Background: an optimization exercise with open tools, aiming at small area, a short achievable clock period and few clock cycles per item. Do not read the settings as production practice.
Only simulation tests tie the RTL to the original design; equivalence was not proved.

== 06-04 ==
Design mvuTop, start of the top module:
module mvuTop (
	input logic clk,
	input logic rst,
	input logic wWe,
	input logic [6:0] wAddr,
	input logic [3:0] wData,
	input logic aWe,
	input logic [1:0] aFold,
	input logic [15:0] aData,
	input logic runReq,
	output logic runAck,
	output logic resReq,
	input logic resAck,
	output logic [63:0] resData
);
Size: about 100 I/O pins, ~0.042 mm^2 of cells after synthesis.
export LEC_CHECK = 0
export ABC_AREA = 1
export CAP_MARGIN = 20
export CORE_MARGIN = 2
export CORE_UTILIZATION = 40
export CTS_BUF_LIST = sky130_fd_sc_hd__clkbuf_4 sky130_fd_sc_hd__clkbuf_8
export CTS_CLUSTER_SIZE = 30
export SETUP_SLACK_MARGIN = 3.5
export SLEW_MARGIN = 20
export TNS_END_PERCENT = 100
create_clock -name core_clock -period 6.0 [get_ports {clk}]
standard.sh (not shown) runs the stock make flow with config.mk's settings and CLKGATE_MAP_FILE= SYNTH_SCRIPT=/design/flow/synth_recipe.tcl, a recipe that flattens the netlist after the stock synthesis.
==> flow/flow/run.sh <==
#!/bin/bash
# The standard ORFS layout (standard.sh), with one change: synthesis maps
# adders through ABC instead of extracting them into the platform's full and
# half adder cells (ADDER_MAP_FILE empty). Everything else, including the
# registers synthesis makes, is the standard flow's.
set -euo pipefail
bash standard.sh ADDER_MAP_FILE= synth > synth.log 2>&1
bash standard.sh ADDER_MAP_FILE= finish > layout.log 2>&1
Testbench counts of 06-04, summed over its fixed seeds: cycles 3,072, runs 256.
Relative to 06-04, the following input files were edited for 01-19:
--- a/flow/design.v
+++ b/flow/design.v
@@ -42,26 +42,32 @@
 );
 	localparam int AW = 12;   
 	typedef enum logic [2:0] {
 		Idle,      
 		Start,     
 		Res0,      
 		Wait0,     
 		Res1,      
 		Done       
 	} state_e;
 	state_e state;
-	logic [3:0] wmem [128];
+	logic [511:0] wmem;     
 	logic [15:0] act [4];
 	logic [3:0] fresh;      
 	logic dirty;            
+	logic wWeQ;             
+	logic [7:0] wRowQ;      
+	logic [15:0] wColQ;     
+	logic wHiQ;             
+	logic [1:0] wFoldQ;     
+	logic [3:0] wDataQ;
 	logic start;            
 	logic passing;          
 	logic pg;
 	logic [1:0] cnt;
 	logic lastMac;          
 	logic lastG;            
 	logic g0Done;           
 	logic g1Done;           
 	logic zacc;             
 	logic endRun;
 	logic ldEn;             
@@ -69,49 +75,60 @@
 	logic [1:0] ldF;
 	logic [63:0] wsel;      
 	logic [15:0] fa;        
 	logic [AW-1:0] sAcc [4];
 	logic [AW-1:0] cAcc [4];
 	logic [AW-1:0] sIn [4];
 	logic [AW-1:0] cIn [4];
 	logic [AW-1:0] sNext [4];
 	logic [AW-1:0] cNext [4];
 	logic [AW-1:0] ySum [4];
 	logic [AW-1:0] res [4];
+	logic [3:0] resSgnA;
+	logic [3:0] resSgnB;
 	always_ff @(posedge clk) begin
-		if (wWe) wmem[wAddr] <= wData;
+		if (rst) wWeQ <= 1'b0;
+		else wWeQ <= wWe;
+		for (int i = 0; i < 8; i++) wRowQ[i] <= (wAddr[6:4] == 3'(i));
+		for (int i = 0; i < 16; i++) wColQ[i] <= (wAddr[3:0] == 4'(i));
+		wHiQ <= wAddr[6];
+		wFoldQ <= wAddr[3:2];
+		wDataQ <= wData;
+	end
+	always_ff @(posedge clk) begin
+		for (int i = 0; i < 128; i++) begin
+			if (wWeQ && wRowQ[i/16] && wColQ[i%16]) wmem[i*4 +: 4] <= wDataQ;
+		end
 	end
 	always_ff @(posedge clk) begin
 		if (aWe) act[aFold] <= aData;
 	end
-	assign start = (state == Idle) && runReq && !resAck;
+	assign start = (state == Idle) && runReq && !resAck && !wWeQ;
 	assign endRun = (state == Done) && !runReq;
 	always_comb begin
 		if (aWe) begin
-			ldEn = 1'b1;
 			ldG = 1'b0;
 			ldF = aFold;
-		end else if (start) begin
-			ldEn = 1'b1;
-			ldG = !dirty;   
-			ldF = 2'd0;
-		end else begin
-			ldEn = passing;
+		end else if (passing) begin
 			ldG = pg;
 			ldF = cnt;
+		end else begin
+			ldG = !dirty;   
+			ldF = 2'd0;
 		end
 	end
+	assign ldEn = passing || start;
 	always_ff @(posedge clk) begin
 		for (int r = 0; r < 4; r++) begin
 			for (int s = 0; s < 4; s++) begin
-				wsel[r*16 + s*4 +: 4] <= wmem[{ldG, r[1:0], ldF, s[1:0]}];
+				wsel[r*16 + s*4 +: 4] <= wmem[{ldG, r[1:0], ldF, s[1:0], 2'b00} +: 4];
 			end
 		end
 	end
 	always_ff @(posedge clk) begin
 		if (rst) begin
 			fa <= '0;
 		end else if (aWe) begin
 			fa <= aData;
 		end else if (ldEn && fresh[ldF]) begin
 			fa <= act[ldF];
 		end else begin
@@ -127,25 +144,26 @@
 			cnt <= '0;
 			lastMac <= 1'b0;
 			lastG <= 1'b0;
 			g0Done <= 1'b0;
 			g1Done <= 1'b0;
 			zacc <= 1'b1;
 		end else begin
 			if (aWe) begin
 				fresh[aFold] <= 1'b1;
 				if (fresh[aFold]) dirty <= 1'b1;
 			end
-			if (wWe && !wAddr[6] && fresh[wAddr[3:2]]) dirty <= 1'b1;
-			zacc <= endRun || ((start || passing) && ldF == 2'd0 && !aWe);
-			lastMac <= ldEn && !aWe && ldF == 2'd3;
+			if (wWeQ && !wHiQ && (fresh[wFoldQ] || (aWe && aFold == wFoldQ)))
+				dirty <= 1'b1;
+			zacc <= endRun || (ldEn && ldF == 2'd0);
+			lastMac <= ldEn && ldF == 2'd3;
 			lastG <= ldG;
 			if (start) begin
 				passing <= 1'b1;
 				pg <= ldG;
 				cnt <= 2'd1;
 				g0Done <= !dirty;
 			end else if (passing) begin
 				cnt <= cnt + 2'd1;
 				if (cnt == 2'd3) begin
 					passing <= !pg;
 					pg <= 1'b1;
@@ -1077,18 +1095,29 @@
 	assign a3p0_9 = a3p8_9 & a3p0_7;
 	assign a3g0_10 = a3g8_10 | (a3p8_10 & a3g0_7);
 	assign a3p0_10 = a3p8_10 & a3p0_7;
 	assign a3g0_11 = a3g8_11 | (a3p8_11 & a3g0_7);
 	assign a3p0_11 = a3p8_11 & a3p0_7;
 	assign ySum[3] = {a3p11_11 ^ a3g0_10, a3p10_10 ^ a3g0_9, a3p9_9 ^ a3g0_8, a3p8_8 ^ a3g0_7, a3p7_7 ^ a3g0_6, a3p6_6 ^ a3g0_5, a3p5_5 ^ a3g0_4, a3p4_4 ^ a3g0_3, a3p3_3 ^ a3g0_2, a3p2_2 ^ a3g0_1, a3p1_1 ^ a3g0_0, a3p0_0};
 	always_ff @(posedge clk) begin
 		if (takeRes) begin
 			for (int p = 0; p < 4; p++) res[p] <= ySum[p];
 		end
 	end
+	always_ff @(posedge clk) begin
+		if (rst) begin
+			resSgnA <= '0;
+			resSgnB <= '1;
+		end else if (takeRes) begin
+			for (int p = 0; p < 4; p++) begin
+				resSgnA[p] <= ySum[p][AW-1];
+				resSgnB[p] <= ySum[p][AW-1];
+			end
+		end
+	end
 	always_comb begin
 		for (int p = 0; p < 4; p++) begin
-			resData[p*16 +: 16] = {{(16-AW){res[p][AW-1]}}, res[p]};
+			resData[p*16 +: 16] = {resSgnB[p], resSgnA[p], resSgnA[p], res[p][AW-1], res[p]};
 		end
 	end
 endmodule
 `default_nettype wire
Findings:
01-19: full flow OK, the timing, design-rule and antenna checks passed. For synthesized area per cell, 01-19 and 06-04 come out practically identical. Compared with 06-04, in 01-19 weighted congestion reported at the end of routability-driven placement went up, flip-flop and latch share of the layout cell area went up, met3 track utilization from global routing went up, combined flip-flop and latch cell area went up.
Testbench counts of 01-19, summed over its fixed seeds: cycles 3,072, runs 256.

==> static timing again, ports no longer ideal <==
The results above use ideal ports. As a check the final layouts listed here were re-extracted and re-timed, cells and wires unchanged. Step 1 assumes that a clkbuf_16 drives the clock port and a buf_2 every other input. Step 2 moves the port delays by t, midway between the first and last clock arrival at a register: inputs arrive t later, outputs are due t later. That takes back most of the time a late clock gives input paths. a / b / c = ideal / step 1 / step 2; a / b = the first two.
run | shift t [ns] | setup WS [ns] | latest minus earliest clock arrival (ns) | worst slew at a driven data input, ns
06-04 | 0.907 | 3.267 / 3.195 / 2.534 | 0.060 / 0.061 | 0.05
01-19 | 0.877 | 3.378 / 3.313 / 2.778 | 0.050 / 0.049 | 0.07
After both steps every run listed still meets setup and hold. For 06-04, which loses most, drivers alone change the setup slack by -0.072 ns; drivers and shift together by -0.733 ns.
